This is an optimization exercise on Yosys and OpenROAD, whose aim is small area and a short achievable clock period, not a production implementation. Function was checked by simulation only, so behaviour that the tests miss may differ from the original. No activity file was given, so power comes from the tool's default toggle rates.

## the baseline
==> flow/design.v <==
module spi_ram #(
  parameter int MEM_DEPTH = 256,
  parameter int ADDR_SIZE = 8,
  parameter int TX_CYCLES = 8
) (
  input  logic       clk,
  input  logic       rst_n,
  input  logic [9:0] din,
  input  logic       rx_valid,
  output logic [7:0] dout,
  output logic       tx_valid,
  output logic       err
);
  localparam int DATA_W = 8;
  localparam int CNT_W  = (TX_CYCLES > 1) ? $clog2(TX_CYCLES) : 1;
  localparam logic [CNT_W-1:0] CNT_LOAD = CNT_W'(TX_CYCLES - 1);
  localparam int NPAIR  = MEM_DEPTH / 2;
  localparam int LO_W   = 5;                        
  localparam int GRP    = 1 << LO_W;                
  localparam int NGRP   = MEM_DEPTH / GRP;          
  logic [DATA_W-1:0]    slot_a [NPAIR];
  logic [DATA_W-1:0]    slot_b [NPAIR];
  logic [1:0]           ring_cnt;
  logic                 ph;
  logic                 wp, wp_dup;                 
  logic [ADDR_SIZE-1:0] wp_addr;
  logic [DATA_W-1:0]    wp_data;
  logic                 wp_land, wp_land_dup;       
  logic [DATA_W-1:0]    wp_ins;                     
  logic [NPAIR-1:0]     land_sel, land_seln;
  logic [DATA_W-1:0]    rd_stage [NGRP];
  logic                 rd_byp, rd_pol;
  logic                 rx_valid_d;
  logic [ADDR_SIZE-1:0] wr_addr, rd_addr;
  logic                 wr_addr_vld, rd_addr_vld;
  logic [CNT_W-1:0]     cnt;
  logic                 accept, wr_ok, rd_ok, rd_bad, wr_bad;
  logic [1:0]           cmd;
  assign accept = rx_valid & ~rx_valid_d;
  assign cmd    = din[9:8];
  assign wr_ok  = accept && (cmd == 2'b01) && wr_addr_vld;
  assign wr_bad = accept && (cmd == 2'b01) && !wr_addr_vld;
  assign rd_ok  = accept && (cmd == 2'b11) && rd_addr_vld && !tx_valid;
  assign rd_bad = accept && (cmd == 2'b11) && (!rd_addr_vld || tx_valid);
  always_ff @(posedge clk or negedge rst_n) begin
    if (!rst_n) begin
      rx_valid_d   <= 1'b0;
      tx_valid     <= 1'b0;
      err          <= 1'b0;
      dout         <= '0;
      wr_addr_vld  <= 1'b0;
      rd_addr_vld  <= 1'b0;
    end else begin
      rx_valid_d   <= rx_valid;
      err          <= wr_bad | rd_bad;
      if (rd_ok)
        tx_valid <= 1'b1;
      else if (cnt == '0)
        tx_valid <= 1'b0;
      if (accept && cmd == 2'b00)
        wr_addr_vld <= 1'b1;
      if (accept && cmd == 2'b10)
        rd_addr_vld <= 1'b1;
      if (rd_ok)
        dout <= rd_byp ? wp_data : (rd_stage[rd_addr[ADDR_SIZE-1:LO_W]] ^ {DATA_W{rd_pol}});
    end
  end
  always_ff @(posedge clk) begin
    if (accept && cmd == 2'b00)
      wr_addr <= din[ADDR_SIZE-1:0];
    if (accept && cmd == 2'b10)
      rd_addr <= din[ADDR_SIZE-1:0];
    if (rd_ok)
      cnt <= CNT_LOAD;
    else if (cnt != '0)
      cnt <= cnt - CNT_W'(1);
  end
  assign ph          = ring_cnt[0];
  assign wp_land     = wp && (wp_addr[0] != ph);
  assign wp_land_dup = wp_dup && (wp_addr[0] != ph);
  assign wp_ins      = ~wp_data ^ {DATA_W{ring_cnt[1] ^ ring_cnt[0] ^ wp_addr[0]}};
  always_comb
    for (int p = 0; p < NPAIR; p++) begin
      land_sel[p]  =   wp_land     && wp_addr[ADDR_SIZE-1:1] == (ADDR_SIZE-1)'(p);
      land_seln[p] = !(wp_land_dup && wp_addr[ADDR_SIZE-1:1] == (ADDR_SIZE-1)'(p));
    end
  always_ff @(posedge clk) begin
    ring_cnt <= ring_cnt + 2'd1;
    wp       <= wr_ok | (wp & ~wp_land);
    wp_dup   <= wr_ok | (wp_dup & ~wp_land_dup);
    if (wr_ok) begin
      wp_addr <= wr_addr;
      wp_data <= din[DATA_W-1:0];
    end
    for (int p = 0; p < NPAIR; p++) begin
      slot_b[p] <= slot_a[p];
      for (int b = 0; b < DATA_W; b++)
        slot_a[p][b] <= ~((slot_b[p][b] | land_sel[p]) & (land_seln[p] | wp_ins[b]));
    end
  end
  logic [ADDR_SIZE-1:0] rd_pos;
  assign rd_pos = {rd_addr[ADDR_SIZE-1:1], rd_addr[0] ^ ph};
  logic [GRP-1:0] lo_sel;
  always_comb
    for (int j = 0; j < GRP; j++)
      lo_sel[j] = (rd_pos[LO_W-1:0] == LO_W'(j));
  always_ff @(posedge clk) begin
    rd_byp <= wp && (wp_addr == rd_addr);
    rd_pol <= ring_cnt[1] ^ (rd_addr[0] & ring_cnt[0]);
    for (int g = 0; g < NGRP; g++)
      for (int b = 0; b < DATA_W; b++) begin
        logic acc;
        acc = 1'b1;
        for (int j = 0; j < GRP; j++)
          acc &= (j[0] ? slot_b[g*GRP/2 + j/2][b] : slot_a[g*GRP/2 + j/2][b]) | ~lo_sel[j];
        rd_stage[g][b] <= acc;
      end
  end
endmodule
export LEC_CHECK = 0
export CAP_MARGIN = 20
export CORE_MARGIN = 2
export CORE_UTILIZATION = 40
export SETUP_SLACK_MARGIN = 2.2
export SLEW_MARGIN = 20
export TNS_END_PERCENT = 0
create_clock -name core_clock -period 4.5 [get_ports {clk}]
run.sh (not shown) runs the stock make flow with config.mk's settings and CLKGATE_MAP_FILE= SYNTH_SCRIPT=/design/flow/synth_recipe.tcl, a recipe that flattens the netlist after the stock synthesis.
Relative to the baseline, the following input files were edited for the candidate:
- putting CTS_CLUSTER_DIAMETER at 80 where nothing was set
- putting CTS_CLUSTER_SIZE at 30 where nothing was set
==> results.txt <==
- The candidate finished all stages; the layout is clean.
- Total area of sequential cells across the baseline and the candidate: no real change.
- [compare] base=the baseline new=the candidate: detailed-routing iteration count for the pre-antenna-repair pass down 5, clock-pin slew on the worst setup and hold paths up 60 ps, critical path depth down 2, minimum hold slack up 9.8 ps, cell count down 242.
- Changes observed in the candidate relative to the baseline: per-cell via count in the routed design went up 0.46%; worst path setup slack after routing now sits higher.
- On cell area, the lower figure sits with the candidate, not the baseline.
- | via count | the candidate vs the baseline | better |

Setup of job 8631:
spi_ram, a different RTL version from the one above (not shown whole).
Size in the first run: roughly 6400 cells after synthesis, roughly 23 I/O pins, about 0.069 mm2 of cells after synthesis.
==> flow/design.v (excerpt) <==
module spi_ram #(
  parameter int MEM_DEPTH = 256,
  parameter int ADDR_SIZE = 8,
  parameter int TX_CYCLES = 8
) (
  input  logic       clk,
  input  logic       rst_n,
  input  logic [9:0] din,
  input  logic       rx_valid,
  output logic [7:0] dout,
  output logic       tx_valid,
  output logic       err
);
clock: 4.5 ns
lec_check: 0
cap_margin: 20
core_margin: 2
core_utilization: 40
cts_cluster_diameter: 60
cts_cluster_size: 24
setup_slack_margin: 2.2
slew_margin: 20
tns_end_percent: 0
Job 8631 closes out successfully: all stages finished, all timing, DRC and antenna checks passed.
For job 7447, these inputs were changed with respect to job 8631:
- CTS_CLUSTER_DIAMETER changed from 60 to 70
- CTS_CLUSTER_SIZE changed from 24 to 28
## What came out
Job 8631 ended up with dfxtp_4 as its cell with the largest stage delay on the worst path; job 7447 ended up with o41ai_1.
Job 7447 -> job 8631: met1 global-route usage flat
Job 7447 vs job 8631, final clock period utilization by the worst path went up by 0.39 points.
Number of buffer and inverter instances along the worst setup path (lower): job 7447
Timing startpoint of the critical path = pos_lo_n[2]: job 7447; timing startpoint of the critical path = pos_lo_n[4]: job 8631
Diff job 7447..job 8631 | count of hold-fix buffers inserted at cts | unchanged
Delta (job 7447 minus job 8631): clock distribution power down about 8%, internal power down about 3%.
After detailed routing, job 8631 needs more wire than job 7447.
The lower post-route cell area came out of job 7447.
Between job 7447 and job 8631, cell count is lower for job 7447, job 8631 comes in above that.
Clock group share of total power in job 7447 is 1.7 points lower than in job 8631
## Diff of input files: job 7783 against job 7447
- CORE_UTILIZATION changed from 40 to 50
- CTS_CLUSTER_DIAMETER changed from 70 to 60
- CTS_CLUSTER_SIZE changed from 28 to 24
Notes after the runs:
Changes observed in job 7783 relative to job 7447: pre-CTS setup slack rose by 0.0043 ns, number of antenna violations at the first check in global routing rose by 10, total routed wirelength rose by 6600 um, placement-stage cell area fell by about 0.8%, required time of the critical path fell by 0.09 ns. Of job 7783 and job 7447, it is job 7783 that has the higher clock group total power. [job 7783] first-pass GRT wire length rose about 0.9% relative to job 7447. Summary of job 7783 over job 7447: non-clock buffer area fraction after layout grew by 0.45 points, maximum buffer depth of the clock tree has remained practically unchanged.
Input changes introduced in job 3044 (baseline for comparison: job 7783):
- a change of CORE_UTILIZATION from 50 to 58
--- outcome ---
- Job 7783 -> job 3044: clock power flat
- The higher wire length of job 7783 and job 3044 is in job 7783.
- Summary of job 3044 over job 7783: met2 layer wire length in the routed design now sits lower, worst-path maximum fanout now smaller, share of the final layout cell area in sequential cells rose by 0.51 points.
- Die area for job 3044 is lower than for job 7783.

[static timing again, ports no longer ideal]
In the flow no input, the clock included, has a driving cell. The finished layouts below were timed again as built, in two steps.
Step 1 assumes that a clkbuf_16 drives the clock port and a buf_2 every other input.
Step 2, shift: input delay + t, output delay - t, t = (earliest + latest rising clock arrival at the registers) / 2. This alone moves slack from input paths to output paths.
Three values: ideal, step 1, step 2; two values: the first two.
run	t (ns)	setup WS [ns]	worst hold slack (ns)	worst data-port slew with drivers (ns)	cell pins on the clock port's net
the baseline	0.960	1.611 / 1.611 / 1.328	0.305 / 0.305 / 0.305	0.04	1
the candidate	0.850	1.768 / 1.768 / 1.319	0.315 / 0.315 / 0.315	0.04	1
job 8631	0.899	1.845 / 1.845 / 1.290	0.331 / 0.331 / 0.331	0.04	1
job 7447	0.865	1.827 / 1.827 / 1.309	0.331 / 0.331 / 0.331	0.04	1
job 7783	0.875	1.894 / 1.894 / 1.285	0.337 / 0.337 / 0.337	0.04	1
job 3044	0.858	1.835 / 1.835 / 1.294	0.330 / 0.330 / 0.330	0.04	1
After both steps every run listed still meets setup and hold. The setup slack of job 7783, which loses most, moves by 0.000 ns with the drivers and by -0.609 ns with both steps.
